This is an optimization exercise on Yosys and OpenROAD, whose aim is small area, a short achievable clock period and few clock cycles per item, not a production implementation.
RTL that was checked went through simulation tests only; none was proved equivalent to the original.
The RTL of runs 1 to 5 was laid out without a check of its function.
Power is estimated from default activity; no workload was simulated.

==> flow/design.v <==
package wavp_pkg;
    localparam logic [3:0] ChunkLimitReset = 4'd10;
    localparam logic [2:0] StHeader      = 3'd0;
    localparam logic [2:0] StPayload     = 3'd1;
    localparam logic [2:0] StDone        = 3'd2;
    localparam logic [2:0] StBadRiff     = 3'd3;
    localparam logic [2:0] StBadWave     = 3'd4;
    localparam logic [2:0] StBadChannels = 3'd5;
    localparam logic [2:0] StNoData      = 3'd6;
    localparam logic [2:0] StTruncated   = 3'd7;
endpackage
import wavp_pkg::*;
module wav_header_chunk_parser (
    input  logic        clk,
    input  logic        rst_n,
    input  logic        in_valid,
    output logic        in_stall,
    input  logic [7:0]  byte_value,
    input  logic        end_of_file,
    input  logic        cfg_valid,
    output logic        cfg_ready,
    input  logic [3:0]  cfg_data,
    output logic        out_valid,
    input  logic        out_stall,
    output logic        payload_valid,
    output logic [7:0]  payload_byte,
    output logic        payload_last,
    output logic [15:0] audio_format,
    output logic [15:0] num_channels,
    output logic [31:0] sample_freq,
    output logic [15:0] bits_per_sample,
    output logic [31:0] payload_size,
    output logic [2:0]  status
);
    logic [5:0]  pos_q;              
    logic        first_q;            
    logic        ph_h, ph_w, ph_p;   
    logic [2:0]  st_q;               
    logic [15:0] fmt_q, ch_q, bits_q;
    logic [31:0] rate_q, psize_q;
    logic [31:0] cnt_q;              
    logic [2:0]  hc_q;               
    logic        skip_q;             
    logic        match_q;            
    logic [3:0]  chunks_q;
    logic [3:0]  limit_q;
    logic        ov_q, pv_q, pl_q;
    logic [7:0]  pb_q;
    logic [5:0]  pos_n;
    logic [2:0]  st_n;
    logic        phh_n, phw_n, php_n;
    logic [2:0]  hc_n;
    logic        skip_n, match_n;
    logic [3:0]  chunks_n;
    logic        pv_n, pl_n;
    logic        hold, acc, take, src_eof;
    logic        a_v, a_eof, b_v, b_eof;
    logic [7:0]  a_d, b_d;
    logic        live, chk;
    logic [7:0]  d;
    logic [31:0] size;
    logic [31:0] cnt_dec;
    logic [3:0]  cz_q;               
    logic [3:0]  cz_n, brw;
    logic [3:0]  chunks_dec;
    logic [7:0]  in_d;
    logic        in_eof;
    logic        a_z, a_hdr, a_dd, a_a, a_t;
    logic        hdr_eq, id_eq;
    logic [7:0]  tag_n, tag_q;
    logic        p3, p11, p23, w7;
    logic        p3_q, p11_q, p23_q;    
    logic        w7_q;                  
    logic        ch0_q, ch1_q;          
    logic        hdr_ok, id_ok;
    logic        cnt_one, size_zero;
    logic        cnt_one_q;
    logic        cnt_count, cnt_load, psize_load;
    assign hold      = ov_q & out_stall;
    assign in_stall  = b_v;
    assign take      = in_valid & ~b_v;
    assign acc       = a_v & ~hold;
    assign d         = a_d;
    assign in_d      = b_v ? b_d : byte_value;
    assign in_eof    = b_v ? b_eof : end_of_file;
    assign src_eof   = a_eof;
    assign cfg_ready = 1'b1;
    assign p3         = p3_q;
    assign p11        = p11_q;
    assign p23        = p23_q;
    assign w7         = w7_q && ph_w;
    assign live       = ph_h || ph_w || ph_p || (st_q == StDone);
    assign size       = {d, cnt_q[31:8]};
    assign brw = {cz_q[2] & cz_q[1] & cz_q[0], cz_q[1] & cz_q[0], cz_q[0], 1'b1};
    always_comb
    begin
        for (int k = 0; k < 4; k++)
        begin
            cnt_dec[8*k +: 8] = brw[k] ? cnt_q[8*k +: 8] - 8'd1 : cnt_q[8*k +: 8];
            cz_n[k]           = brw[k] ? (cnt_q[8*k +: 8] == 8'd1) : cz_q[k];
        end
    end
    assign chunks_dec = chunks_q - 1'b1;
    assign cnt_one    = cnt_one_q;
    assign size_zero  = a_z && (cz_q[3:1] == 3'b111);
    function automatic logic [7:0] hdr_tag(input logic [5:0] pos);
        case (pos[1:0])
            2'd0:    hdr_tag = pos[3] ? 8'h57 : 8'h52;
            2'd1:    hdr_tag = pos[3] ? 8'h41 : 8'h49;
            2'd2:    hdr_tag = pos[3] ? 8'h56 : 8'h46;
            default: hdr_tag = pos[3] ? 8'h45 : 8'h46;
        endcase
    endfunction
    always_comb
    begin
        hdr_eq = a_hdr;
        tag_n = hdr_tag(pos_n);
        tag_q = hdr_tag(pos_q);
        case (hc_q[1:0])
            2'd0:    id_eq = a_dd;
            2'd1:    id_eq = a_a;
            2'd2:    id_eq = a_t;
            default: id_eq = a_a;
        endcase
    end
    assign hdr_ok = hdr_eq && (pos_q[1:0] == 2'd0 || match_q);
    assign id_ok  = id_eq && (hc_q[1:0] == 2'd0 || match_q);
    assign cnt_count  = ph_p || (ph_w && skip_q);
    assign cnt_load   = cnt_count || (ph_w && hc_q[2]);
    assign psize_load = w7 && !ch0_q && match_q;
    always_comb
    begin
        phh_n    = ph_h;
        phw_n    = ph_w;
        php_n    = ph_p;
        st_n     = st_q;
        hc_n     = hc_q;
        skip_n   = skip_q;
        match_n  = match_q;
        chunks_n = chunks_q;
        pv_n     = 1'b0;
        pl_n     = 1'b0;
        chk = live && p23
              && !(a_z && (ch_q[7:0] == 8'd1 || ch_q[7:0] == 8'd2));
        if (chk)
        begin
            phh_n = 1'b0;
            phw_n = 1'b0;
            php_n = 1'b0;
            st_n  = StBadChannels;
        end
        else if (ph_h)
        begin
            st_n    = StHeader;
            match_n = hdr_ok;
            if (p3 && !hdr_ok)
            begin
                phh_n = 1'b0;
                st_n  = StBadRiff;
            end
            else if (p11)
            begin
                phh_n = 1'b0;
                if (!hdr_ok)
                    st_n = StBadWave;
                else
                begin
                    phw_n    = 1'b1;
                    hc_n     = 3'd0;
                    skip_n   = 1'b0;
                    chunks_n = limit_q;
                end
            end
        end
        else if (ph_w)
        begin
            st_n = StHeader;
            if (skip_q)
                skip_n = !cnt_one;
            else
            begin
                hc_n = hc_q + 1'b1;
                if (!hc_q[2])
                    match_n = id_ok;
                else if (w7)
                begin
                    if (ch0_q)
                    begin
                        phw_n = 1'b0;
                        st_n  = StNoData;
                    end
                    else if (match_q)
                    begin
                        phw_n = 1'b0;
                        php_n = !size_zero;
                        st_n  = size_zero ? StDone : StPayload;
                    end
                    else
                    begin
                        chunks_n = chunks_dec;
                        skip_n   = !size_zero;
                        if (ch1_q)
                        begin
                            phw_n = 1'b0;
                            st_n  = StNoData;
                        end
                    end
                end
            end
        end
        else if (ph_p)
        begin
            pv_n = 1'b1;
            st_n = StPayload;
            if (cnt_one)
            begin
                php_n = 1'b0;
                pl_n  = 1'b1;
                st_n  = StDone;
            end
        end
        if (src_eof)
        begin
            if (phh_n || php_n)
                st_n = StTruncated;
            else if (phw_n)
                st_n = StNoData;
            phh_n = 1'b1;
            phw_n = 1'b0;
            php_n = 1'b0;
        end
        if (src_eof)
            pos_n = 6'd0;
        else if (pos_q != 6'd36)
            pos_n = pos_q + 1'b1;
        else
            pos_n = pos_q;
    end
    always_ff @(posedge clk or negedge rst_n)
    begin
        if (!rst_n)
            limit_q <= ChunkLimitReset;
        else if (cfg_valid)
            limit_q <= cfg_data;
    end
    always_ff @(posedge clk or negedge rst_n)
    begin
        if (!rst_n)
        begin
            ov_q    <= 1'b0;
            a_v     <= 1'b0;
            b_v     <= 1'b0;
            pos_q   <= 6'd0;
            first_q <= 1'b1;
            p3_q    <= 1'b0;
            p11_q   <= 1'b0;
            p23_q   <= 1'b0;
            ph_h    <= 1'b1;
            ph_w    <= 1'b0;
            ph_p    <= 1'b0;
        end
        else
        begin
            ov_q <= acc | hold;
            a_v  <= acc ? (b_v | take) : (a_v | take);
            b_v  <= b_v ? !acc : (take && a_v && !acc);
            if (acc)
            begin
                p3_q    <= !src_eof && (pos_q == 6'd2);
                p11_q   <= !src_eof && (pos_q == 6'd10);
                p23_q   <= !src_eof && (pos_q == 6'd22);
                pos_q   <= pos_n;
                first_q <= src_eof;
                ph_h    <= phh_n;
                ph_w    <= phw_n;
                ph_p    <= php_n;
            end
        end
    end
    logic [7:0]  dcap;
    logic [9:0]  lane;
    logic [9:0]  lane_en;
    logic        psize_en, cnt_en;
    assign dcap = first_q ? 8'd0 : d;
    always_comb
    begin
        lane[0] = (pos_q == 6'd20);
        lane[1] = (pos_q == 6'd21);
        lane[2] = (pos_q == 6'd22);
        lane[3] = (pos_q == 6'd23);
        lane[4] = (pos_q == 6'd24);
        lane[5] = (pos_q == 6'd25);
        lane[6] = (pos_q == 6'd26);
        lane[7] = (pos_q == 6'd27);
        lane[8] = (pos_q == 6'd34);
        lane[9] = (pos_q == 6'd35);
        lane_en = acc ? (first_q ? 10'h3ff : (live ? lane : 10'd0)) : 10'd0;
    end
    always_ff @(posedge clk)
    begin
        if (lane_en[0]) fmt_q[7:0]    <= dcap;
        if (lane_en[1]) fmt_q[15:8]   <= dcap;
        if (lane_en[2]) ch_q[7:0]     <= dcap;
        if (lane_en[3]) ch_q[15:8]    <= dcap;
        if (lane_en[4]) rate_q[7:0]   <= dcap;
        if (lane_en[5]) rate_q[15:8]  <= dcap;
        if (lane_en[6]) rate_q[23:16] <= dcap;
        if (lane_en[7]) rate_q[31:24] <= dcap;
        if (lane_en[8]) bits_q[7:0]   <= dcap;
        if (lane_en[9]) bits_q[15:8]  <= dcap;
    end
    assign psize_en = acc && (first_q || psize_load);
    assign cnt_en   = acc && cnt_load;
    always_ff @(posedge clk)
    begin
        if (psize_en)
            psize_q <= first_q ? 32'd0 : size;
        if (cnt_en)
        begin
            cnt_q     <= cnt_count ? cnt_dec : size;
            cz_q      <= cnt_count ? cz_n : {a_z, cz_q[3:1]};
            cnt_one_q <= cnt_count ? (cz_q[3:1] == 3'b111 && cnt_q[7:0] == 8'd2)
                                   : (a_z && cz_q[3:2] == 2'b11 && cnt_q[15:8] == 8'd1);
        end
    end
    always_ff @(posedge clk)
    begin
        if (acc || !a_v)
        begin
            a_d   <= in_d;
            a_eof <= in_eof;
            a_z   <= (in_d == 8'h00);
            a_hdr <= acc ? (in_d == tag_n) : (in_d == tag_q);
            a_dd  <= (in_d == 8'h64);
            a_a   <= (in_d == 8'h61);
            a_t   <= (in_d == 8'h74);
        end
        if (!b_v)
        begin
            b_d   <= byte_value;
            b_eof <= end_of_file;
        end
    end
    always_ff @(posedge clk)
    begin
        if (acc)
        begin
            st_q     <= st_n;
            hc_q     <= hc_n;
            skip_q   <= skip_n;
            match_q  <= match_n;
            chunks_q <= chunks_n;
            ch0_q    <= (chunks_n == 4'd0);
            ch1_q    <= (chunks_n == 4'd1);
            w7_q     <= ph_w && !skip_q && (hc_q == 3'd6);
            pv_q     <= pv_n;
            pl_q     <= pl_n;
            pb_q     <= pv_n ? d : 8'd0;
        end
    end
    assign out_valid       = ov_q;
    assign payload_valid   = pv_q;
    assign payload_byte    = pb_q;
    assign payload_last    = pl_q;
    assign audio_format    = fmt_q;
    assign num_channels    = ch_q;
    assign sample_freq     = rate_q;
    assign bits_per_sample = bits_q;
    assign payload_size    = psize_q;
    assign status          = st_q;
endmodule
==> flow/flow/run.sh <==
#!/bin/bash
# Standard ORFS layout, except that the port buffers use a small buffer cell
# (buf_1) instead of the delay-buffer cell buffer_ports picks by default;
# repair_design / repair_timing still resize them where needed.
set -euo pipefail
export BUFFER_PORTS_ARGS="-buffer_cell sky130_fd_sc_hd__buf_1"
bash standard.sh > standard.log 2>&1
==> flow/standard.sh <==
#!/bin/bash
# synth_recipe.tcl (not shown) runs the flow's synth.tcl, then flattens the netlist and writes it again
# the make line also repeats each setting of config.mk as NAME=value (left out here)
make -C /OpenROAD-flow-scripts/flow DESIGN_CONFIG=/design/flow/config.mk WORK_HOME=/design/flow/orfs CLKGATE_MAP_FILE= SYNTH_SCRIPT=/design/flow/synth_recipe.tcl "${@:-finish}"
==> flow/config.mk <==
export PLATFORM = sky130hd
export DESIGN_NAME = wav_header_chunk_parser
export DESIGN_NICKNAME = wav_header_chunk_parser
export VERILOG_FILES = /design/flow/design.v
export SDC_FILE = /design/flow/constraint.sdc
export NUM_CORES = 4
export LEC_CHECK = 0
export CAP_MARGIN = 20
export CORE_MARGIN = 2
export CORE_UTILIZATION = 55
export CTS_CLUSTER_DIAMETER = 100
export CTS_CLUSTER_SIZE = 25
export SETUP_SLACK_MARGIN = 3.3
export SLEW_MARGIN = 20
==> flow/constraint.sdc <==
create_clock -name core_clock -period 5.5 [get_ports {clk}]
set_input_delay 1.1000 -clock core_clock [delete_from_list [all_inputs] [get_ports {clk}]]
set_output_delay 1.1000 -clock core_clock [all_outputs]
set_load 0.01 [all_outputs]
==> results of run 1 <==
[what timing repair did]
action	4_1_cts	5_1_grt
cloned	3	0
pin swaps	15	8
setup endpoints to repair	137	75
resized for setup	49	20
setup buffers	36	12
[cells by family after synthesis]
family	synth area share [%]
xor gates and xnor gates	2.66
adders and majority gates	2.23
buffers and inverters	3.03
and+or+nand+nor	14.2
muxes	1.80
DFF	66.4
AOI/OAI and AO/OA	9.59
other	0.0393
[cell usage after synthesis, types with 16 or more instances]
library cell / n / share of area, %
nor2_1: 59 / 2.3
edfxtp_1: 188 / 59
nand3_1: 17 / 0.89
xnor2_1: 20 / 1.8
nor2b_1: 40 / 2.6
nand2_1: 64 / 2.5
nor3_1: 18 / 0.95
inv_1: 29 / 1.1
clkbuf_1: 27 / 1.1
dfrtp_1: 16 / 4.2
a21oi_1: 40 / 2.1
o21ai_0: 46 / 2.4
ha_1: 17 / 2.2
[per-stage QoR]
step | hold WS, ns | setup slack, ns | instances | instance area, µm²
final | 0.493 | 3.12 | 1161 | 11400
after global routing | 0.516 | 3.08 | 1161 | 11400
after CTS | 0.496 | 3.21 | 1149 | 11200
after detailed placement | 0.473 | 1.74 | 1090 | 10300
after global placement | 0.470 | 1.84 | 1090 | 10300
after floorplan | 0.446 | 2.87 | 755 | 9690
[area by class of cell]
cell class              instances  area (µm²)  area share, %
clock buffers                  19         348           3.04
multi-input cells             470        3260           28.5
clock inverters                 1        8.76         0.0765
inverters                      32         139           1.21
well taps                     225         282           2.46
repair inverters                1        8.76         0.0765
repair buffers                196        1050           9.14
flip-flops and latches        217        6350           55.5
[sequential cells by signal (all words and copies together) (netlist names), 4 cells and up]
name / flops
cnt_q: 32
psize_q: 32
rate_q: 32
bits_q: 16
ch_q: 16
fmt_q: 16
a_d: 8
b_d: 8
pb_q: 8
pos_q: 6
chunks_q: 4
cz_q: 4
limit_q: 4
[worst max path at each step]
stage	start	to	slack [ns]	cells past startpoint
after global placement	out_stall	a_hdr	1.84	8
after CTS	out_stall	a_hdr	3.21	8
after floorplan	out_stall	a_hdr	2.87	8
final	out_stall	a_hdr	3.12	8
after global routing	pos_q[1]	a_hdr	3.08	9
after detailed placement	out_stall	a_hdr	1.74	8
[routing by layer]
metal,wire [µm],vias to the layer above,global-route usage [%]
li1,-,3105,-
met1,9530,3210,34.1
met2,10800,296,39.6
met3,1660,54,3.33
met4,782,0,8.62
met5,0,-,0
[where the power goes]
group / internal (µW) / switching [µW] / leakage, µW / total (µW)
clock network: 444 / 510 / 0.000172 / 954
registers: 2510 / 363 / 0.00210 / 2870
logic: 793 / 1290 / 0.00175 / 2080
[critical path: cells and delay by family]
| kind | cells | cell delay [ns] |
|---|---|---|
| buffers and inverters | 2 | 0.25 |
| and+or+nand+nor | 3 | 0.71 |
| AOI/OAI and AO/OA | 3 | 0.62 |
==> results.txt, run 1 <==
remaining global-route overflow 0; LEAKAGE 0.00403 µW; Synth async-reset ratio 9.22%; CP arrival 2.68 ns; vias in the first global route 6273; Setup Crit Path Kind input pin to flip-flop; CP max FO 4; total power draw 5900 µW; Post-Syn Area 0.00953 mm²; Filler cells 1309; Die W 136 µm; count of nets after finishing 965; CP peak stage delay 0.32 ns; GP Congestion 0.872; Ports 146; Layout Skew 0.0161 ns; Worst EP required 5.80 ns; Clock Root Buffer clkbuf_16; Die Height 136 µm; Critical R2R Launch pos_q[0]; dominant synthesized flop cell edfxtp_1; Setup crit start kind input pin; pwr dens 516 mW/mm²; post-route ant nets 0; DRC Markers 0; Post-Route WL 22.8 mm; CTS buffer count 12; Post-DP HPWL 15.0 mm; Max-Cap Viols 0; IO buf count 144; Starting Density 55.7%; Least-Margin Pin Slew 0.921 ns; die area 0.0184 mm²; CTS tree done; syn_area_per_cell 12.6 µm²; unrepaired setup endpoints after global routing yes; R2R depth 9; Unique masters post-synth 71; most common cell after layout, fill and taps aside edfxtp_1; maximum clock insertion buffer count 3; core area 0.0171 mm²; setup TNS 0 ns; Highest Clock Rate 0.421 GHz; Peak VDD IR 0.000292 V; fin crit share 43.2%; Tmin final 2.38 ns; Clk Latency, worst-skew pair 0.48 ns; r2r setup slk 3.16 ns; Post-Syn Instances 755; Via Count 6665; Syn Nets 790; Tot GR Track Use 24.4%; reg2reg end a_hdr; status complete, no violations; Fin. Hold Viols 0; ratio of cells with drive above 1 in the final layout 16.1%; H-tree depth 1; Seq/Total Area, Yosys 66.4%; final core occ 66.8%; most frequent cells in the layout edfxtp_1, buf_1, nand2_1; global-route wire length before repair 34.5 mm; Pre-antenna DRT Iters 5; Hold Path Class flip-flop to flip-flop; initial antenna violation count 0; pin count of the biggest net entering global routing 61; Worst Hold Endpoint b_eof; Max stage delay cell, worst path or3_1; Hold Path Depth 1; # diodes 0; final setup fails 0; Yosys reg bits 217; cts hold-fix bufs 0; Wirelength per Cell 19.6 µm; Avg Vias per Cell 5.74; Starting DRT DRC Count 542; CTS clock-pin slew for the worst setup and hold paths 0.10 ns; area grow syn2layout 20.0%; yosys warns 1; max-slew violation count 0; number of clock sinks 217; hold wc startpoint b_eof; crit-path cells buf_6 -> a21bo_4 -> buf_12 -> nor2_4 -> a31oi_1 -> or3_1 -> a22o_1 -> nor4b_2; Slew headroom 38.5%; endpoint type of the worst setup path flip-flop; EDFF count, synth 188; Rows 48
==> run 2: changes to the inputs <==
--- a/flow/design.v
+++ b/flow/design.v
@@ -66,7 +66,9 @@
     logic [7:0]  in_d;
     logic        in_eof;
-    logic        a_z, a_hdr, a_dd, a_a, a_t;
+    logic        a_z;
+    logic [3:0]  a_c, in_c;
+    localparam logic [3:0] CNone = 4'd0, CR = 4'd1, CI = 4'd2, CF = 4'd3, CW = 4'd4,
+                           CA = 4'd5, CV = 4'd6, CE = 4'd7, Cd = 4'd8, Ca = 4'd9, Ct = 4'd10;
     logic        hdr_eq, id_eq;
-    logic [7:0]  tag_n, tag_q;
     logic        p3, p11, p23, w7;
     logic        p3_q, p11_q, p23_q;    
@@ -84,4 +86,20 @@
     assign in_d      = b_v ? b_d : byte_value;
     assign in_eof    = b_v ? b_eof : end_of_file;
+    always_comb
+    begin
+        case (in_d)
+            8'h52:   in_c = CR;
+            8'h49:   in_c = CI;
+            8'h46:   in_c = CF;
+            8'h57:   in_c = CW;
+            8'h41:   in_c = CA;
+            8'h56:   in_c = CV;
+            8'h45:   in_c = CE;
+            8'h64:   in_c = Cd;
+            8'h61:   in_c = Ca;
+            8'h74:   in_c = Ct;
+            default: in_c = CNone;
+        endcase
+    end
     assign src_eof   = a_eof;
     assign cfg_ready = 1'b1;
@@ -104,22 +122,17 @@
     assign cnt_one    = cnt_one_q;
     assign size_zero  = a_z && (cz_q[3:1] == 3'b111);
-    function automatic logic [7:0] hdr_tag(input logic [5:0] pos);
-        case (pos[1:0])
-            2'd0:    hdr_tag = pos[3] ? 8'h57 : 8'h52;
-            2'd1:    hdr_tag = pos[3] ? 8'h41 : 8'h49;
-            2'd2:    hdr_tag = pos[3] ? 8'h56 : 8'h46;
-            default: hdr_tag = pos[3] ? 8'h45 : 8'h46;
-        endcase
-    endfunction
     always_comb
     begin
-        hdr_eq = a_hdr;
-        tag_n = hdr_tag(pos_n);
-        tag_q = hdr_tag(pos_q);
+        case (pos_q[1:0])
+            2'd0:    hdr_eq = (a_c == (pos_q[3] ? CW : CR));
+            2'd1:    hdr_eq = (a_c == (pos_q[3] ? CA : CI));
+            2'd2:    hdr_eq = (a_c == (pos_q[3] ? CV : CF));
+            default: hdr_eq = (a_c == (pos_q[3] ? CE : CF));
+        endcase
         case (hc_q[1:0])
-            2'd0:    id_eq = a_dd;
-            2'd1:    id_eq = a_a;
-            2'd2:    id_eq = a_t;
-            default: id_eq = a_a;
+            2'd0:    id_eq = (a_c == Cd);
+            2'd1:    id_eq = (a_c == Ca);
+            2'd2:    id_eq = (a_c == Ct);
+            default: id_eq = (a_c == Ca);
         endcase
     end
@@ -331,8 +344,5 @@
             a_eof <= in_eof;
             a_z   <= (in_d == 8'h00);
-            a_hdr <= acc ? (in_d == tag_n) : (in_d == tag_q);
-            a_dd  <= (in_d == 8'h64);
-            a_a   <= (in_d == 8'h61);
-            a_t   <= (in_d == 8'h74);
+            a_c   <= in_c;
         end
         if (!b_v)
--- a/flow/config.mk
+++ b/flow/config.mk
@@ -6,4 +6,5 @@
 export NUM_CORES = 4
 export LEC_CHECK = 0
+export ABC_AREA = 1
 export CAP_MARGIN = 20
 export CORE_MARGIN = 2
==> run 2 against run 1 <==
Net effect:
- register-to-register slack gained 0.26 ns
- synthesized cell count grew 14%
- setup slack gained 0.19 ns
- first-iteration DRC count shrank 1.3%
- combinational power grew 24%
- sequential cell count is the same
- fmax grew 8.7%
- largest cell class unchanged
- critical path depth shrank 7
==> results.txt, run 2 <==
largest registers cnt_q (32), psize_q (32), rate_q (32) (unchanged); Post-Route WL 23.3 mm (was 22.8 mm); Via Count 6998 (was 6665); vias in the first global route 6494 (was 6273); fin crit share 39.8% (was 43.2%); Starting Density 56.8% (was 55.7%); count leader, synth edfxtp_1 (unchanged); ratio of cells with drive above 1 in the final layout 13.2% (was 16.1%); DRC Markers 0 (unchanged); Flop pwr share 46.3% (was 48.6%); commonest cells in the netlist edfxtp_1, nand2_1, nor2_1, inv_1, o21ai_0 (was edfxtp_1, nand2_1, nor2_1, o21ai_0); Syn Nets 894 (was 790); post-route ant nets 0 (unchanged); Highest Clock Rate 0.457 GHz (was 0.421 GHz); pin count of the biggest net entering global routing 59 (was 61); CP peak stage delay 0.46 ns (was 0.32 ns); Sequential cell area 0.00634 mm² (was 0.00635 mm²); final setup fails 0 (unchanged); Wirelength per Cell 18.5 µm (was 19.6 µm); Pre-antenna DRT Iters 5 (unchanged); LEAKAGE 0.00428 µW (was 0.00403 µW); Pint 3940 µW (was 3750 µW); top cell type's share of synthesized area 59.6% (was 59.2%); dominant synthesized flop cell edfxtp_1 (unchanged); Hold Path Class flip-flop to flip-flop (unchanged); die area 0.0183 mm² (was 0.0184 mm²); Die W 135 µm (was 136 µm); placed insts 1199 (was 1090); Max-Cap Viols 0 (unchanged); Setup Crit Path Kind flip-flop to output pin (was input pin to flip-flop); Tot GR Track Use 24.8% (was 24.4%); status complete, no violations (unchanged); Peak VDD IR 0.000316 V (was 0.000292 V); Post-DP HPWL 15.6 mm (was 15.0 mm); core area 0.0167 mm² (was 0.0171 mm²); max-slew violation count 0 (unchanged); Rows 47 (was 48); CP arrival 1.09 ns (was 2.68 ns); fin worst setup slack 3.31 ns (was 3.12 ns); Synth async-reset ratio 9.22% (unchanged); total power draw 6540 µW (was 5900 µW); unrepaired setup endpoints after global routing yes (unchanged); Tmin final 2.19 ns (was 2.38 ns); initial antenna violation count 0 (unchanged); CTS tree done (unchanged); crit-path cells clkbuf_2 (was buf_6 -> a21bo_4 -> buf_12 -> nor2_4 -> a31oi_1 -> or3_1 -> a22o_1 -> nor4b_2); sw frac 39.7% (was 36.6%); H-tree depth 1 (unchanged); CP max FO 2 (was 4); # diodes 0 (unchanged); Starting DRT DRC Count 535 (was 542); Psw 2590 µW (was 2160 µW); most frequent cells in the layout edfxtp_1, nand2_1, buf_1 (was edfxtp_1, buf_1, nand2_1); Finished Layout Cells 1263 (was 1161); setup TNS 0 ns (unchanged); endpoint type of the worst setup path output pin (was flip-flop); CP bufs+invs 1 (was 2); Comb pwr share 39.3% (was 35.2%); Slew headroom 30.9% (was 38.5%); Clk Latency, worst-skew pair 0.48 ns (about the same); Fin. Hold Viols 0 (unchanged); Crit path max-delay family flip-flops (was simple AND/OR/NAND/NOR gates); Filler cells 1304 (was 1309); EDFF count, synth 188 (unchanged); Seq/Total Area, Yosys 66.8% (was 66.4%); Ports 146 (unchanged); syn_area_per_cell 11.1 µm² (was 12.6 µm²); Layout Skew 0.0207 ns (was 0.0161 ns); remaining global-route overflow 0 (unchanged); global-route wire length before repair 34.8 mm (was 34.5 mm); GP Congestion 0.918 (was 0.872); Die Height 135 µm (was 136 µm); Avg Vias per Cell 5.54 (was 5.74); CTS buffer count 12 (unchanged); area grow syn2layout 19.3% (was 20.0%); number of clock sinks 217 (unchanged); pwr dens 578 mW/mm² (was 516 mW/mm²); Placement Setup Slack 2.16 ns (was 1.74 ns); Multi-input gate area 0.00292 mm² (was 0.00326 mm²); largest area contributor in the netlist edfxtp_1 (unchanged); Post-Syn Area 0.00948 mm² (was 0.00953 mm²); ranking of synthesized cells by area edfxtp_1, nand2_1, nor2_1 (was edfxtp_1, dfrtp_1, nor2b_1); count of nets after finishing 1074 (was 965); most common cell after layout, fill and taps aside edfxtp_1 (unchanged); maximum clock insertion buffer count 3 (unchanged); clock power share 14.4% (was 16.2%); CTS clock-pin slew for the worst setup and hold paths 0.10 ns (about the same); Post-Syn Instances 857 (was 755); Clock Root Buffer clkbuf_16 (unchanged); Max stage delay cell, worst path edfxtp_1 (was or3_1); Unique masters post-synth 51 (was 71); Setup crit start kind flip-flop (was input pin); Yosys reg bits 217 (unchanged); IO buf count 144 (unchanged); Least-Margin Pin Slew 1.03 ns (was 0.921 ns); Worst EP required 4.40 ns (was 5.80 ns); yosys warns 1 (unchanged)
-- run 2: cell types whose count changed in the layout (fill, tap and decap cells not counted), sizes merged, moves of 13 or more --
cell	delta
nand3	+24
nor2b	-40
inv	+78
xnor2	-13
a21oi	-18
nand4	+13
nand2	+93
nor2	+58
-- run 2: stage by stage --
stage / area [µm²] / util [%] / hold slack [ns]
after floorplan: 9600 / - / 0.418
after global placement: 10300 / 61.7 / 0.461
after detailed placement: 10300 / 61.7 / 0.462
after CTS: 10900 / 65.5 / 0.486
after global routing: 11300 / 67.7 / 0.503
final: 11300 / 67.7 / 0.487
-- run 2: timing repair --
| action | 4_1_cts | 5_1_grt |
|---|---|---|
| gates cloned | 3 | 1 |
| buffers inserted | 16 | 24 |
| gates resized for setup | 28 | 27 |
| endpoints found under the setup margin | 204 | 125 |
| hold buffers | 0 | 0 |
| pin swaps | 4 | 9 |
-- run 2: cells by family after synthesis --
group                    synth area share, %
AND/OR/NAND/NOR                         16.3
flip-flops                              66.8
buffers and inverters                   5.82
AO/OA/AOI/OAI                           6.85
adder cells (fa/ha/maj)                 2.51
XOR/XNOR                                1.66
other                                 0.0396
-- run 2: final cells by class --
type | instances | area share (%)
clock buffer | 18 | 3.04
clock inverter | 2 | 0.111
inverter | 114 | 3.97
multi-input combinational | 504 | 25.8
sequential | 217 | 56.1
tap | 220 | 2.43
timing repair buffer | 186 | 8.37
timing repair inverter | 2 | 0.111
-- run 2: metal layers --
layer	GRT usage [%]	part of all wire (%)
met5	0	0
met4	6.19	1.8
met3	3.11	7.2
met2	42.4	49
met1	34.1	42
-- run 2: power groups by stage --
stage          registers [µW]  logic [µW]  clock network (µW)
3_5_place_dp             3070        2110                   0
4_1_cts                  3030        2310                 954
3_3_place_gp             3050        2060                   0
2_1_floorplan            3090        1350                   0
6_report                 3020        2570                 941
5_1_grt                  3080        2830                1010
-- run 2: worst min-delay path, stage by stage, from the launching register on --
cell     delay [ns]
dfxtp_1        0.32
nand2_1        0.05
nand2_1        0.09
-- run 2: final timing paths --
| check | from | end | slack, ns | cells after the start |
|---|---|---|---|---|
| hold / removal | b_eof | b_eof | 0.49 | 2 |
| setup / recovery | st_q[1] | status[1] | 3.31 | 1 |
| hold reg to reg | b_eof | b_eof | 0.49 | 2 |
| setup reg to reg | pos_q[0] | ch1_q | 3.42 | 14 |
| max in group asynchronous | rst_n | ph_h | 4.62 | 2 |
| min in group asynchronous | rst_n | p11_q | 0.59 | 2 |
==> run 3: changes to the inputs <==
--- a/flow/config.mk
+++ b/flow/config.mk
@@ -11,5 +11,5 @@
 export CORE_UTILIZATION = 55
 export CTS_CLUSTER_DIAMETER = 100
-export CTS_CLUSTER_SIZE = 25
+export CTS_CLUSTER_SIZE = 30
 export SETUP_SLACK_MARGIN = 3.3
 export SLEW_MARGIN = 20
==> run 3 against run 2 <==
Net effect:
- still clean
- hold slack improved by 0.010 ns
- critical path depth unchanged
- clock skew increased by 0.0034 ns
- final cell count decreased by 0.95%
==> results.txt, run 3 <==
status complete, no violations (unchanged); yosys warns 1 (unchanged); Starting DRT DRC Count 637 (was 535); EDFF count, synth 188 (unchanged); largest registers cnt_q (32), psize_q (32), rate_q (32) (unchanged); cts hold-fix bufs 0 (unchanged); Highest Clock Rate 0.459 GHz (was 0.457 GHz); Ports 146 (unchanged); ranking of synthesized cells by area edfxtp_1, nand2_1, nor2_1 (unchanged); Via Count 6931 (was 6998); CP peak stage delay 0.46 ns (about the same); Starting Density 56.8% (unchanged); Layout Skew 0.0241 ns (was 0.0207 ns); setup TNS 0 ns (unchanged); final setup fails 0 (unchanged); sw frac 40.0% (was 39.7%); Slew headroom 36.0% (was 30.9%); Syn Nets 894 (unchanged); clock power share 13.6% (was 14.4%); remaining global-route overflow 0 (unchanged); Peak VDD IR 0.000387 V (was 0.000316 V); Post-DP HPWL 15.6 mm (unchanged); CP bufs+invs 1 (unchanged); Comb pwr share 39.2% (was 39.3%); Die W 135 µm (unchanged); core area 0.0167 mm² (unchanged); Worst EP required 4.40 ns (about the same); Synth async-reset ratio 9.22% (unchanged); CTS buffer count 11 (was 12); # diodes 0 (unchanged); DRC Markers 0 (unchanged); CTS clock-pin slew for the worst setup and hold paths 0.11 ns (was 0.10 ns); count leader, synth edfxtp_1 (unchanged); Tot GR Track Use 24.9% (was 24.8%); WP depth 1 (unchanged); r2r setup slk 3.37 ns (was 3.42 ns); Setup Crit Path Kind flip-flop to output pin (unchanged); largest area contributor in the netlist edfxtp_1 (unchanged); vias in the first global route 6445 (was 6494); Psw 2550 µW (was 2590 µW); max-slew violation count 0 (unchanged); Post-Syn Instances 857 (unchanged); number of clock sinks 217 (unchanged); dominant synthesized flop cell edfxtp_1 (unchanged); post-route ant nets 0 (unchanged); R2R depth 10 (was 14); total power draw 6390 µW (was 6540 µW); count of nets after finishing 1066 (was 1074); Rows 47 (unchanged); Pre-antenna DRT Iters 5 (unchanged); Avg Vias per Cell 5.54 (about the same); IO buf count 144 (unchanged); Flop pwr share 47.2% (was 46.3%); Unique masters post-synth 51 (unchanged); most frequent cells in the layout edfxtp_1, nand2_1, buf_1 (unchanged); Least-Margin Pin Slew 0.957 ns (was 1.03 ns); Setup crit start kind flip-flop (unchanged); Hold WS 0.497 ns (was 0.487 ns); Multi-input gate area 0.00290 mm² (was 0.00292 mm²); global-route wire length before repair 34.9 mm (was 34.8 mm); maximum clock insertion buffer count 3 (unchanged); ratio of cells with drive above 1 in the final layout 12.3% (was 13.2%); endpoint type of the worst setup path output pin (unchanged); pin count of the biggest net entering global routing 59 (unchanged); Max-Cap Viols 0 (unchanged); syn_area_per_cell 11.1 µm² (unchanged); H-tree depth 1 (unchanged); Crit path max-delay family flip-flops (unchanged); pwr dens 573 mW/mm² (was 578 mW/mm²); Clk Latency, worst-skew pair 0.47 ns (was 0.48 ns); area grow syn2layout 17.5% (was 19.3%); Fin. Hold Viols 0 (unchanged); LEAKAGE 0.00421 µW (was 0.00428 µW); Tmin final 2.18 ns (was 2.19 ns); Yosys reg bits 217 (unchanged); Clock Root Buffer clkbuf_16 (unchanged); CTS tree done (unchanged); GP Congestion 0.918 (unchanged); Max stage delay cell, worst path edfxtp_1 (unchanged); Post-Syn Area 0.00948 mm² (unchanged); die area 0.0183 mm² (unchanged); CP arrival 1.08 ns (was 1.09 ns); Die Height 135 µm (unchanged); commonest cells in the netlist edfxtp_1, nand2_1, nor2_1, inv_1, o21ai_0 (unchanged); Sequential cell area 0.00634 mm² (unchanged); Pint 3830 µW (was 3940 µW); top cell type's share of synthesized area 59.6% (unchanged); CP max FO 2 (unchanged); Hold Path Depth 2 (unchanged); Post-Route WL 23.0 mm (was 23.3 mm); Wirelength per Cell 18.4 µm (was 18.5 µm); crit-path cells clkbuf_2 (unchanged); unrepaired setup endpoints after global routing yes (unchanged); initial antenna violation count 0 (unchanged); Filler cells 1326 (was 1304); most common cell after layout, fill and taps aside edfxtp_1 (unchanged); Hold Path Class flip-flop to flip-flop (unchanged); Seq/Total Area, Yosys 66.8% (unchanged); fin crit share 39.6% (was 39.8%)
## run 3: cell types whose count changed in the layout (fill, tap and decap cells not counted), sizes merged
cell      previous run  this run
o21a                 3         4
inv                109       110
buf                184       176
clkinvlp             7         8
clkinv               2         0
clkbuf              20        15
## run 3: cell type report
class                           instances  share of cell area, %
Sequential cell                       217                   57.0
Multi-Input combinational cell        505                   26.0
Timing Repair Buffer                  178                   7.61
Inverter                              114                   4.05
Clock buffer                           13                   2.54
Tap cell                              220                   2.47
Clock inverter                          2                  0.247
Timing Repair inverter                  2                  0.112
## run 3: repair_timing
| action | in CTS | in global routing |
|---|---|---|
| cloned | 4 | 1 |
| endpoints found under the setup margin | 204 | 136 |
| gates resized for setup | 27 | 23 |
| buffers inserted | 16 | 16 |
| pin swaps | 4 | 8 |
## run 3: power groups by stage
| stage | combinational [µW] | clock, µW | sequential [µW] |
|---|---|---|---|
| floorplan | 1350 | 0 | 3090 |
| global placement | 2060 | 0 | 3050 |
| detailed placement | 2110 | 0 | 3070 |
| CTS | 2330 | 890 | 3030 |
| global route | 2770 | 949 | 3070 |
| finish | 2500 | 868 | 3020 |
## run 3: worst paths after layout
path,startpoint,endpoint
worst max-delay path,st_q[1],status[1]
worst min-delay path,b_eof,b_eof
worst max register to register,pos_q[0],st_q[0]
worst min register to register,b_eof,b_eof
max in group asynchronous,rst_n,first_q
min in group asynchronous,rst_n,limit_q[0]
## run 3: worst reg2reg max path: cells and delay by family, from the launching register on
family,cells,cell delay (ns)
AND/OR/NAND/NOR,7,0.90
flip-flops,1,0.48
adder cells (fa/ha/maj),1,0.20
buffers and inverters,1,0.16
AO/OA/AOI/OAI,1,0.16
## run 3: cell families after synthesis
| logic type | Yosys count | share of synthesized area (%) |
|---|---|---|
| and+or+nand+nor | 353 | 16.3 |
| DFF | 217 | 66.8 |
| buffers and inverters | 138 | 5.82 |
| AOI/OAI and AO/OA | 111 | 6.85 |
| adders and majority gates | 19 | 2.51 |
| xor gates and xnor gates | 18 | 1.66 |
| other | 1 | 0.0396 |
## run 3: stage by stage
stage	instances	util [%]	worst slack, ns	cell area, µm²
after floorplan	857	-	2.91	9600
after global placement	1199	61.7	2.22	10300
after detailed placement	1199	61.7	2.16	10300
after CTS	1234	65.4	3.26	10900
after global routing	1251	66.7	3.26	11100
final	1251	66.7	3.32	11100
## run 3: layer usage
metal  share of wire (%)  GRT usage [%]
met4                 1.9           6.42
met2                  49           42.3
met1                  41           34.1
met3                 7.5           3.59
met5                   0              0
==> run 4: changes to the inputs <==
--- a/flow/design.v
+++ b/flow/design.v
@@ -72,5 +72,4 @@
     logic        hdr_eq, id_eq;
     logic        p3, p11, p23, w7;
-    logic        p3_q, p11_q, p23_q;    
     logic        w7_q;                  
     logic        ch0_q, ch1_q;          
@@ -104,7 +103,7 @@
     assign src_eof   = a_eof;
     assign cfg_ready = 1'b1;
-    assign p3         = p3_q;
-    assign p11        = p11_q;
-    assign p23        = p23_q;
+    assign p3         = (pos_q == 6'd3);
+    assign p11        = (pos_q == 6'd11);
+    assign p23        = (pos_q == 6'd23);
     assign w7         = w7_q && ph_w;
     assign live       = ph_h || ph_w || ph_p || (st_q == StDone);
@@ -266,7 +265,4 @@
             pos_q   <= 6'd0;
             first_q <= 1'b1;
-            p3_q    <= 1'b0;
-            p11_q   <= 1'b0;
-            p23_q   <= 1'b0;
             ph_h    <= 1'b1;
             ph_w    <= 1'b0;
@@ -280,7 +276,4 @@
             if (acc)
             begin
-                p3_q    <= !src_eof && (pos_q == 6'd2);
-                p11_q   <= !src_eof && (pos_q == 6'd10);
-                p23_q   <= !src_eof && (pos_q == 6'd22);
                 pos_q   <= pos_n;
                 first_q <= src_eof;
--- a/flow/config.mk
+++ b/flow/config.mk
@@ -11,5 +11,5 @@
 export CORE_UTILIZATION = 55
 export CTS_CLUSTER_DIAMETER = 100
-export CTS_CLUSTER_SIZE = 30
+export CTS_CLUSTER_SIZE = 25
 export SETUP_SLACK_MARGIN = 3.3
 export SLEW_MARGIN = 20
==> run 4 against run 3 <==
Net effect:
- total power decreased by 3.5%
- non-clock buffer count decreased by 5
- via count decreased by 3.7%
- combinational power decreased by 9.2%
- global-route usage decreased by 1.3 points
- register-to-register slack got worse by 0.04 ns
- sequential share of layout area decreased by 0.25 points
- wire length decreased by 6.9%
- sequential cell count decreased by 3
- clock skew decreased by 0.0027 ns
- setup slack got worse by 0.0017 ns
- critical endpoint is now match_q
- largest cell class unchanged
- largest power group unchanged
- highest routed layer unchanged
==> results.txt, run 4 <==
Worst EP required 5.66 ns (was 4.40 ns); Die W 135 µm (about the same); Wirelength per Cell 17.4 µm (was 18.4 µm); Max-Cap Viols 0 (unchanged); Clock Root Buffer clkbuf_16 (unchanged); IO buf count 144 (unchanged); met3 routed WL 1.25 mm (was 1.73 mm); max-slew violation count 0 (unchanged); Top Metal Used met4 (unchanged); Syn Nets 872 (was 894); met2 wire length 10.1 mm (was 11.3 mm); H-tree depth 1 (unchanged); CP max FO 21 (was 2); top cell type's share of synthesized area 60.0% (was 59.6%); Die Height 135 µm (about the same); Starting Density 56.5% (was 56.8%); final core occ 66.4% (was 66.7%); placed insts 1178 (was 1199); met1 wire length 9.56 mm (was 9.50 mm); CTS clock-pin slew for the worst setup and hold paths 0.10 ns (was 0.11 ns); Fin. Hold Viols 0 (unchanged); most common cell after layout, fill and taps aside edfxtp_1 (unchanged); Via Count 6678 (was 6931); setup TNS 0 ns (unchanged); syn_area_per_cell 11.3 µm² (was 11.1 µm²); LEAKAGE 0.00417 µW (was 0.00421 µW); Highest Clock Rate 0.459 GHz (about the same); maximum clock insertion buffer count 3 (unchanged); Peak VDD IR 0.000340 V (was 0.000387 V); CP arrival 2.34 ns (was 1.08 ns); Slew headroom 41.9% (was 36.0%); area grow syn2layout 17.5% (about the same); vias in the first global route 6176 (was 6445); DRC Markers 0 (unchanged); yosys warns 1 (unchanged); Ports 146 (unchanged); unrepaired setup endpoints after global routing yes (unchanged); Seq/Total Area, Yosys 66.5% (was 66.8%); global-route wire length before repair 33.3 mm (was 34.9 mm); Tmin final 2.18 ns (about the same); Synth async-reset ratio 7.94% (was 9.22%); most frequent cells in the layout edfxtp_1, buf_1, nand2_1 (was edfxtp_1, nand2_1, buf_1); ratio of cells with drive above 1 in the final layout 13.1% (was 12.3%); Pre-antenna DRT Iters 5 (unchanged); Rows 47 (unchanged); remaining global-route overflow 0 (unchanged); Clk Latency, worst-skew pair 0.47 ns (about the same); pin count of the biggest net entering global routing 45 (was 59); CTS tree done (unchanged); GP Congestion 0.879 (was 0.918); Hold Path Class flip-flop to flip-flop (unchanged); Layout Skew 0.0214 ns (was 0.0241 ns); CTS buffer count 12 (was 11); commonest cells in the netlist edfxtp_1, nand2_1, nor2_1, inv_1, o21ai_0 (unchanged); status complete, no violations (unchanged); Starting DRT DRC Count 542 (was 637); Tot GR Track Use 23.6% (was 24.9%); largest area contributor in the netlist edfxtp_1 (unchanged); cts hold-fix bufs 0 (unchanged); Multi-input gate area 0.00290 mm² (about the same); total power draw 6160 µW (was 6390 µW); ranking of synthesized cells by area edfxtp_1, nand2_1, nor2_1 (unchanged); Post-Route WL 21.4 mm (was 23.0 mm); Sequential cell area 0.00627 mm² (was 0.00634 mm²); Unique masters post-synth 49 (was 51); r2r setup slk 3.33 ns (was 3.37 ns); post-route ant nets 0 (unchanged); Least-Margin Pin Slew 0.868 ns (was 0.957 ns); dominant synthesized flop cell edfxtp_1 (unchanged); number of clock sinks 214 (was 217); Yosys reg bits 214 (was 217); final setup fails 0 (unchanged); Post-Syn Area 0.00941 mm² (was 0.00948 mm²); largest registers cnt_q (32), psize_q (32), rate_q (32) (unchanged); Avg Vias per Cell 5.44 (was 5.54); core area 0.0166 mm² (was 0.0167 mm²); count of nets after finishing 1039 (was 1066); Setup crit start kind input pin (was flip-flop); Post-Syn Instances 835 (was 857); initial antenna violation count 0 (unchanged); fin crit share 39.6% (about the same); Setup Crit Path Kind input pin to flip-flop (was flip-flop to output pin); count leader, synth edfxtp_1 (unchanged); endpoint type of the worst setup path flip-flop (was output pin); Filler cells 1314 (was 1326); EDFF count, synth 188 (unchanged); # diodes 0 (unchanged); die area 0.0182 mm² (was 0.0183 mm²); Finished Layout Cells 1228 (was 1251); pwr dens 557 mW/mm² (was 573 mW/mm²); Post-DP HPWL 15.4 mm (was 15.6 mm)
[run 4: changes by cell type after synthesis, sizes merged, moves of 4 or more]
cell | before | now
nand4 | 17 | 21
a31oi | 9 | 5
xor2 | 11 | 15
inv | 114 | 104
nand2 | 156 | 149
nor2 | 118 | 109
[run 4: cell families after synthesis]
| group | after synthesis | share of synthesized area, % |
|---|---|---|
| adders and majority gates | 19 | 2.53 |
| DFF | 214 | 66.5 |
| buffers and inverters | 128 | 5.55 |
| AOI/OAI and AO/OA | 102 | 6.26 |
| xor gates and xnor gates | 24 | 2.23 |
| and+or+nand+nor | 347 | 16.9 |
| other | 1 | 0.0399 |
[run 4: layout make-up]
type | instances | share of cell area (%)
tap | 220 | 2.49
sequential | 214 | 56.7
clock buffer | 19 | 3.15
inverter | 106 | 3.72
clock inverter | 1 | 0.147
timing repair inverter | 1 | 0.0679
timing repair buffer | 173 | 7.47
multi-input combinational | 494 | 26.3
[run 4: final timing paths]
| path | start | endpoint | cells after the start |
|---|---|---|---|
| max in group asynchronous | rst_n | b_v | 1 |
| min reg2reg | b_eof | b_eof | 2 |
| max | out_stall | match_q | 7 |
| min in group asynchronous | rst_n | ph_p | 1 |
| max reg2reg | pos_q[0] | skip_q | 9 |
| min | b_eof | b_eof | 2 |
[run 4: through the flow]
| step | cell area (µm²) | hold slack [ns] | setup WS [ns] |
|---|---|---|---|
| detailed placement | 10200 | 0.446 | 2.27 |
| global route | 11100 | 0.507 | 3.19 |
| floorplan | 9520 | 0.418 | 2.89 |
| CTS | 10800 | 0.471 | 3.05 |
| finish | 11100 | 0.475 | 3.32 |
| global placement | 10200 | 0.431 | 2.31 |
[run 4: repair_timing]
action	CTS	global route
resized for setup	17	27
hold endpoints to repair	0	0
gates cloned	2	0
buffers inserted	13	15
pin swaps	7	1
endpoints found under the setup margin	181	126
[run 4: routing by layer]
metal / vias up / GRT usage [%]
met1: 3202 / 35.3
met5: - / 0
met3: 29 / 2.06
met4: 0 / 6.26
met2: 277 / 37.8
li1: 3170 / -
[run 4: worst max-delay path: stages]
cell	delay, ns
buf_1	0.13
nand2_8	0.10
nand2_8	0.16
clkinvlp_4	0.15
buf_4	0.22
nand3b_1	0.17
a211oi_1	0.30
[run 4: power by group]
group	switching, µW	leakage (µW)	total, µW	internal, µW
combinational	1550	0.00192	2270	715
clock	489	0.000174	935	446
sequential	339	0.00208	2960	2620
==> run 5: changes to the inputs <==
--- a/flow/design.v
+++ b/flow/design.v
@@ -35,4 +35,5 @@
     logic [5:0]  pos_q;              
     logic        first_q;            
+    assign first_q = (pos_q == 6'd0);
     logic        ph_h, ph_w, ph_p;   
     logic [2:0]  st_q;               
@@ -73,5 +74,4 @@
     logic        p3, p11, p23, w7;
     logic        w7_q;                  
-    logic        ch0_q, ch1_q;          
     logic        hdr_ok, id_ok;
     logic        cnt_one, size_zero;
@@ -140,5 +140,5 @@
     assign cnt_count  = ph_p || (ph_w && skip_q);
     assign cnt_load   = cnt_count || (ph_w && hc_q[2]);
-    assign psize_load = w7 && !ch0_q && match_q;
+    assign psize_load = w7 && (chunks_q != 4'd0) && match_q;
     always_comb
     begin
@@ -197,5 +197,5 @@
                 else if (w7)
                 begin
-                    if (ch0_q)
+                    if (chunks_q == 4'd0)
                     begin
                         phw_n = 1'b0;
@@ -212,5 +212,5 @@
                         chunks_n = chunks_dec;
                         skip_n   = !size_zero;
-                        if (ch1_q)
+                        if (chunks_q == 4'd1)
                         begin
                             phw_n = 1'b0;
@@ -264,5 +264,4 @@
             b_v     <= 1'b0;
             pos_q   <= 6'd0;
-            first_q <= 1'b1;
             ph_h    <= 1'b1;
             ph_w    <= 1'b0;
@@ -277,5 +276,4 @@
             begin
                 pos_q   <= pos_n;
-                first_q <= src_eof;
                 ph_h    <= phh_n;
                 ph_w    <= phw_n;
@@ -354,6 +352,4 @@
             match_q  <= match_n;
             chunks_q <= chunks_n;
-            ch0_q    <= (chunks_n == 4'd0);
-            ch1_q    <= (chunks_n == 4'd1);
             w7_q     <= ph_w && !skip_q && (hc_q == 3'd6);
             pv_q     <= pv_n;
==> run 5 against run 4 <==
Net effect:
- still clean on timing, DRC and antenna
- non-clock buffer count is 11 lower
- global-route usage down 1.1 points
- setup slack improved by 0.0094 ns
- sequential cell count decreased by 3
- clock skew is 0.0023 ns lower
- design area is 2.7% lower
- wire length decreased by 5.6%
- critical endpoint is now payload_byte[3]
==> results.txt, run 5 <==
initial antenna violation count 0 (unchanged); global-route wire length before repair 31.4 mm (was 33.3 mm); die area 0.0177 mm² (was 0.0182 mm²); CP bufs+invs 1 (was 3); fin worst setup slack 3.33 ns (was 3.32 ns); Worst EP required 4.40 ns (was 5.66 ns); max-slew violation count 0 (unchanged); most frequent cells in the layout edfxtp_1, nand2_1, buf_1 (was edfxtp_1, buf_1, nand2_1); EDFF count, synth 186 (was 188); Syn Nets 848 (was 872); GP Congestion 0.850 (was 0.879); IO buf count 144 (unchanged); Hold Path Class flip-flop to flip-flop (unchanged); vias in the first global route 5742 (was 6176); endpoint type of the worst setup path output pin (was flip-flop); Yosys reg bits 211 (was 214); Via Count 6321 (was 6678); core area 0.0165 mm² (was 0.0166 mm²); Die W 133 µm (was 135 µm); Setup Crit Path Kind flip-flop to output pin (was input pin to flip-flop); Starting Density 55.8% (was 56.5%); count of nets after finishing 1007 (was 1039); Highest Clock Rate 0.461 GHz (was 0.459 GHz); area grow syn2layout 17.2% (was 17.5%); H-tree depth 1 (unchanged); Post-DP HPWL 14.3 mm (was 15.4 mm); Tmin final 2.17 ns (was 2.18 ns); Ports 146 (unchanged); cts hold-fix bufs 0 (unchanged); top cell type's share of synthesized area 60.8% (was 60.0%); pin count of the biggest net entering global routing 41 (was 45); Crit path max-delay family flip-flops (was buffers and inverters); DRC Markers 0 (unchanged); CP arrival 1.07 ns (was 2.34 ns); Peak VDD IR 0.000323 V (was 0.000340 V); Least-Margin Pin Slew 0.575 ns (was 0.868 ns); remaining global-route overflow 0 (unchanged); commonest cells in the netlist edfxtp_1, nand2_1, inv_1, nor2_1, o21ai_0 (was edfxtp_1, nand2_1, nor2_1, inv_1, o21ai_0); Post-Syn Instances 810 (was 835); Post-Route WL 20.2 mm (was 21.4 mm); Rows 47 (unchanged); # diodes 0 (unchanged); final setup fails 0 (unchanged); largest area contributor in the netlist edfxtp_1 (unchanged); number of clock sinks 211 (was 214); Clk Latency, worst-skew pair 0.47 ns (about the same); placed insts 1158 (was 1178); CTS tree done (unchanged); Seq/Total Area, Yosys 67.2% (was 66.5%); Placement Setup Slack 2.70 ns (was 2.27 ns); LEAKAGE 0.00420 µW (was 0.00417 µW); dominant synthesized flop cell edfxtp_1 (unchanged); Die Height 133 µm (was 135 µm); Avg Vias per Cell 5.29 (was 5.44); Slew headroom 61.6% (was 41.9%); Clock Root Buffer clkbuf_16 (unchanged); Layout Skew 0.0191 ns (was 0.0214 ns); setup TNS 0 ns (unchanged); pwr dens 526 mW/mm² (was 557 mW/mm²); Setup crit start kind flip-flop (was input pin); CTS buffer count 12 (unchanged); yosys warns 1 (unchanged); CP peak stage delay 0.44 ns (was 0.30 ns); maximum clock insertion buffer count 3 (unchanged); Starting DRT DRC Count 673 (was 542); ratio of cells with drive above 1 in the final layout 11.6% (was 13.1%); post-route ant nets 0 (unchanged); Tot GR Track Use 22.6% (was 23.6%); total power draw 5660 µW (was 6160 µW); Synth async-reset ratio 7.58% (was 7.94%); CTS clock-pin slew for the worst setup and hold paths 0.10 ns (about the same); fin crit share 39.5% (was 39.6%); CP max FO 1 (was 21); count leader, synth edfxtp_1 (unchanged); ranking of synthesized cells by area edfxtp_1, nand2_1, inv_1 (was edfxtp_1, nand2_1, nor2_1); most common cell after layout, fill and taps aside edfxtp_1 (unchanged); status complete, no violations (unchanged); Pre-antenna DRT Iters 5 (unchanged); crit-path cells buf_1 (was buf_1 -> nand2_8 -> nand2_8 -> clkinvlp_4 -> buf_4 -> nand3b_1 -> a211oi_1); largest registers cnt_q (32), psize_q (32), rate_q (32) (unchanged); syn_area_per_cell 11.3 µm² (about the same); Post-Syn Area 0.00918 mm² (was 0.00941 mm²); Fin. Hold Viols 0 (unchanged); Max stage delay cell, worst path edfxtp_1 (was a211oi_1); Max-Cap Viols 0 (unchanged); Unique masters post-synth 48 (was 49); unrepaired setup endpoints after global routing no (was yes); Finished Layout Cells 1195 (was 1228); Wirelength per Cell 16.9 µm (was 17.4 µm); final core occ 65.3% (was 66.4%)
-- run 5: metal layers --
metal / wire length (µm) / up-vias / part of all wire, % / track usage [%]
li1: - / 3057 / - / -
met1: 9120 / 2952 / 45 / 33.7
met2: 9060 / 280 / 45 / 35.3
met3: 1470 / 32 / 7.3 / 2.74
met4: 542 / 0 / 2.7 / 6.80
met5: 0 / - / 0 / 0
-- run 5: logic make-up after synthesis --
logic type | Yosys count | share of synthesized area [%]
AND/OR/NAND/NOR | 310 | 15.1
flip-flops | 211 | 67.2
AO/OA/AOI/OAI | 96 | 5.94
other | 1 | 0.0408
XOR/XNOR | 23 | 2.19
multiplexers | 4 | 0.491
buffers and inverters | 145 | 6.34
adder cells (fa/ha/maj) | 20 | 2.73
-- run 5: area by class of cell --
type                       instances  area [µm²]
clock buffer                      18         344
clock inverter                     2        21.3
fill                            1326        5710
inverter                         126         492
multi-input combinational        456        2700
sequential                       211        6180
tap                              220         275
timing repair buffer             162         751
-- run 5: worst paths after layout --
| kind | start | cells after the start | slack (ns) | end |
|---|---|---|---|---|
| max in group asynchronous | rst_n | 2 | 4.43 | limit_q[3] |
| hold / removal | b_eof | 2 | 0.50 | b_eof |
| setup / recovery | pb_q[3] | 1 | 3.33 | payload_byte[3] |
| setup reg to reg | ph_w | 9 | 3.39 | cnt_q[18] |
| hold reg to reg | b_eof | 2 | 0.50 | b_eof |
| min in group asynchronous | rst_n | 1 | 0.54 | pos_q[4] |
-- run 5: repair_timing --
item                                    CTS  global route
cloned                                    1             2
endpoints found under the setup margin  214           142
resized for setup                        29            22
setup buffers                             8             5
pin swaps                                 3             4
-- run 5: power breakdown --
group	internal (µW)	switching (µW)	total, µW
Sequential	2540	266	2800
Clock	445	490	935
Combinational	567	1360	1930
-- run 5: stage by stage --
step	hold WS, ns	area, µm²
finish	0.497	10800
global route	0.527	10800
CTS	0.496	10600
detailed placement	0.472	10000
global placement	0.445	10000
floorplan	0.418	9280
==> run 6: changes to the inputs <==
--- a/flow/design.v
+++ b/flow/design.v
@@ -35,5 +35,4 @@
     logic [5:0]  pos_q;              
     logic        first_q;            
-    assign first_q = (pos_q == 6'd0);
     logic        ph_h, ph_w, ph_p;   
     logic [2:0]  st_q;               
@@ -264,4 +263,5 @@
             b_v     <= 1'b0;
             pos_q   <= 6'd0;
+            first_q <= 1'b1;
             ph_h    <= 1'b1;
             ph_w    <= 1'b0;
@@ -276,4 +276,5 @@
             begin
                 pos_q   <= pos_n;
+                first_q <= src_eof;
                 ph_h    <= phh_n;
                 ph_w    <= phw_n;
==> run 6 against run 5 <==
Net effect:
- via count down 0.28%
- synthesized cell count down 2.2%
- total power down 0.80%
- critical path type unchanged
==> results.txt, run 6 <==
Unique masters post-synth 48 (unchanged); status complete, no violations (unchanged); crit-path cells buf_1 (unchanged); Die W 133 µm (about the same); most frequent cells in the layout edfxtp_1, buf_1, nand2_1 (was edfxtp_1, nand2_1, buf_1); Worst EP required 4.40 ns (about the same); fin crit share 39.3% (was 39.5%); max-slew violation count 0 (unchanged); top cell type's share of synthesized area 61.4% (was 60.8%); # diodes 0 (unchanged); setup TNS 0 ns (unchanged); Post-Syn Area 0.00909 mm² (was 0.00918 mm²); Setup crit start ch_q[0] (was pb_q[3]); CTS buffer count 12 (unchanged); Via Count 6303 (was 6321); CP max FO 2 (was 1); CTS clock-pin slew for the worst setup and hold paths 0.09 ns (was 0.10 ns); pin count of the biggest net entering global routing 43 (was 41); Filler cells 1326 (unchanged); Clk Latency, worst-skew pair 0.47 ns (about the same); Synth async-reset ratio 8.02% (was 7.58%); Peak VDD IR 0.000348 V (was 0.000323 V); maximum clock insertion buffer count 3 (unchanged); Die Height 133 µm (about the same); most common cell after layout, fill and taps aside edfxtp_1 (unchanged); count of nets after finishing 994 (was 1007); initial antenna violation count 0 (unchanged); count leader, synth edfxtp_1 (unchanged); EDFF count, synth 186 (unchanged); Highest Clock Rate 0.462 GHz (was 0.461 GHz); global-route wire length before repair 32.1 mm (was 31.4 mm); Flop pwr share 50.5% (was 49.5%); IO buf count 144 (unchanged); hold wc startpoint b_eof (unchanged); Hold Path Class flip-flop to flip-flop (unchanged); Seq/Total Area, Yosys 68.2% (was 67.2%); Starting DRT DRC Count 477 (was 673); CTS tree done (unchanged); ranking of synthesized cells by area edfxtp_1, nand2_1, nor2_1 (was edfxtp_1, nand2_1, inv_1); Setup crit start kind flip-flop (unchanged); Clock Root Buffer clkbuf_16 (unchanged); CP peak stage delay 0.44 ns (about the same); yosys warns 1 (unchanged); GP Congestion 0.928 (was 0.850); Psw 2060 µW (was 2120 µW); Syn Nets 830 (was 848); Slew headroom 34.6% (was 61.6%); syn_area_per_cell 11.5 µm² (was 11.3 µm²); dominant synthesized flop cell edfxtp_1 (unchanged); largest area contributor in the netlist edfxtp_1 (unchanged); Crit path max-delay family flip-flops (unchanged); Critical R2R Launch pos_q[0] (was ph_w); met1 Resource Use GR 33.3% (was 33.7%); final core occ 65.5% (was 65.3%); Comb pwr share 33.0% (was 34.0%); GR met2 Demand/Resource 38.9% (was 35.3%); cts hold-fix bufs 0 (unchanged); remaining global-route overflow 0 (unchanged); Pint 3560 µW (was 3550 µW); Pre-antenna DRT Iters 5 (unchanged); Starting Density 55.6% (was 55.8%); number of clock sinks 212 (was 211); largest registers cnt_q (32), psize_q (32), rate_q (32) (unchanged); commonest cells in the netlist edfxtp_1, nand2_1, nor2_1, inv_1, o21ai_0 (was edfxtp_1, nand2_1, inv_1, nor2_1, o21ai_0); core area 0.0163 mm² (was 0.0165 mm²); Avg Vias per Cell 5.33 (was 5.29); area grow syn2layout 17.7% (was 17.2%); DRC Markers 0 (unchanged); Rows 47 (unchanged); Layout Skew 0.0221 ns (was 0.0191 ns); ratio of cells with drive above 1 in the final layout 10.8% (was 11.6%); LEAKAGE 0.00403 µW (was 0.00420 µW); Least-Margin Pin Slew 0.978 ns (was 0.575 ns); Top Usage Layer GRT met2 (unchanged); Post-Route WL 20.9 mm (was 20.2 mm); unrepaired setup endpoints after global routing no (unchanged); CP arrival 1.06 ns (was 1.07 ns); vias in the first global route 5851 (was 5742); Ports 146 (unchanged); Tot GR Track Use 23.5% (was 22.6%); Yosys reg bits 212 (was 211); Fin. Hold Viols 0 (unchanged); CP bufs+invs 1 (unchanged); met3 Use GR 2.91% (was 2.74%); Setup Crit Path Kind flip-flop to output pin (unchanged); Max stage delay cell, worst path edfxtp_1 (unchanged); Wirelength per Cell 17.7 µm (was 16.9 µm); clock power share 16.6% (was 16.5%); Post-DP HPWL 14.7 mm (was 14.3 mm); sw frac 36.7% (was 37.3%); final setup fails 0 (unchanged); H-tree depth 1 (unchanged); endpoint type of the worst setup path output pin (unchanged); die area 0.0176 mm² (was 0.0177 mm²); Post-Syn Instances 792 (was 810); post-route ant nets 0 (unchanged); Tmin final 2.16 ns (was 2.17 ns); Max-Cap Viols 0 (unchanged); pwr dens 525 mW/mm² (was 526 mW/mm²)
[run 6: power groups by stage]
stage	clock network, µW	logic, µW	registers, µW
6_report	931	1850	2840
5_1_grt	1020	2030	2890
4_1_cts	954	1730	2830
3_5_place_dp	0	1590	2880
3_3_place_gp	0	1560	2860
2_1_floorplan	0	925	2920
[run 6: metrics by stage]
stage	cells	hold slack, ns	total power, µW	worst slack [ns]	cell area, µm²
5_1_grt	1182	0.477	5940	3.29	10700
6_report	1182	0.459	5620	3.34	10700
2_1_floorplan	792	0.418	3850	2.99	9210
3_3_place_gp	1136	0.436	4420	2.32	9920
3_5_place_dp	1136	0.435	4470	2.24	9920
4_1_cts	1171	0.459	5520	3.23	10500
[run 6: final cells by class]
cell class	instances	area (µm²)	share of cell area, %
repair inverters	2	12.5	0.117
repair buffers	167	806	7.53
inverters	96	374	3.50
well taps	220	275	2.57
flip-flops and latches	212	6210	58.0
clock buffers	19	348	3.25
multi-input cells	465	2660	24.9
clock inverters	1	16.3	0.152
[run 6: final timing paths]
| path | slack [ns] | depth (start not counted) | end |
|---|---|---|---|
| worst max-delay path | 3.34 | 1 | num_channels[0] |
| worst min-delay path | 0.46 | 2 | b_eof |
| worst max register to register | 3.45 | 5 | bits_q[10] |
| worst min register to register | 0.46 | 2 | b_eof |
| max in group asynchronous | 4.56 | 1 | b_v |
| min in group asynchronous | 0.58 | 1 | pos_q[0] |
[run 6: what timing repair did]
item                       in CTS  in global routing
pin swaps                       6                  4
setup endpoints to repair     165                106
gates resized for setup        19                 16
cloned                          3                  1
buffers inserted               12                 10
[run 6: logic make-up after synthesis]
logic type | synth area share [%]
fa+ha+maj | 2.75
xor+xnor | 2.22
buf+inv | 5.07
compound gates | 6.29
flops | 68.2
other cells | 0.0413
simple gates | 15.0
mux | 0.495
[run 6: layer usage]
| metal | vias to the layer above | wire (µm) |
|---|---|---|
| met5 | - | 0 |
| met4 | 0 | 496 |
| met3 | 36 | 1260 |
| met2 | 232 | 10200 |
| met1 | 3019 | 8920 |
| li1 | 3016 | - |
Testbench counts of run 6, summed over its fixed seeds: cycles 34,680, items 34,664.

-- static timing again, ports no longer ideal --
Ports are ideal in the flow. The routed layouts listed here were re-timed in OpenROAD.
Step 1, drivers: a clkbuf_16 drives clk and a buf_2 each remaining input, both assumed.
Step 2, shift: input delay + t, output delay - t, t = (earliest + latest rising clock arrival at the registers) / 2. This alone moves slack from input paths to output paths.
a / b / c = ideal / step 1 / step 2; a / b = the first two.
run | t, ns | setup WS [ns] | hold slack, ns | cell pins on the clock port's net
run 1 | 0.516 | 3.123 / 3.138 / 2.622 | 0.493 / 0.493 / 0.493 | 1
run 2 | 0.510 | 3.313 / 3.272 / 2.861 | 0.487 / 0.487 / 0.487 | 1
run 3 | 0.506 | 3.322 / 3.276 / 2.939 | 0.497 / 0.497 / 0.497 | 1
run 4 | 0.498 | 3.321 / 3.302 / 2.840 | 0.475 / 0.475 / 0.475 | 1
run 5 | 0.506 | 3.330 / 3.286 / 2.927 | 0.497 / 0.497 / 0.497 | 1
run 6 | 0.498 | 3.337 / 3.294 / 2.876 | 0.459 / 0.459 / 0.459 | 1
After both steps every run listed still meets setup and hold. The setup slack of run 1, which loses most, moves by +0.015 ns with the drivers and by -0.501 ns with both steps.
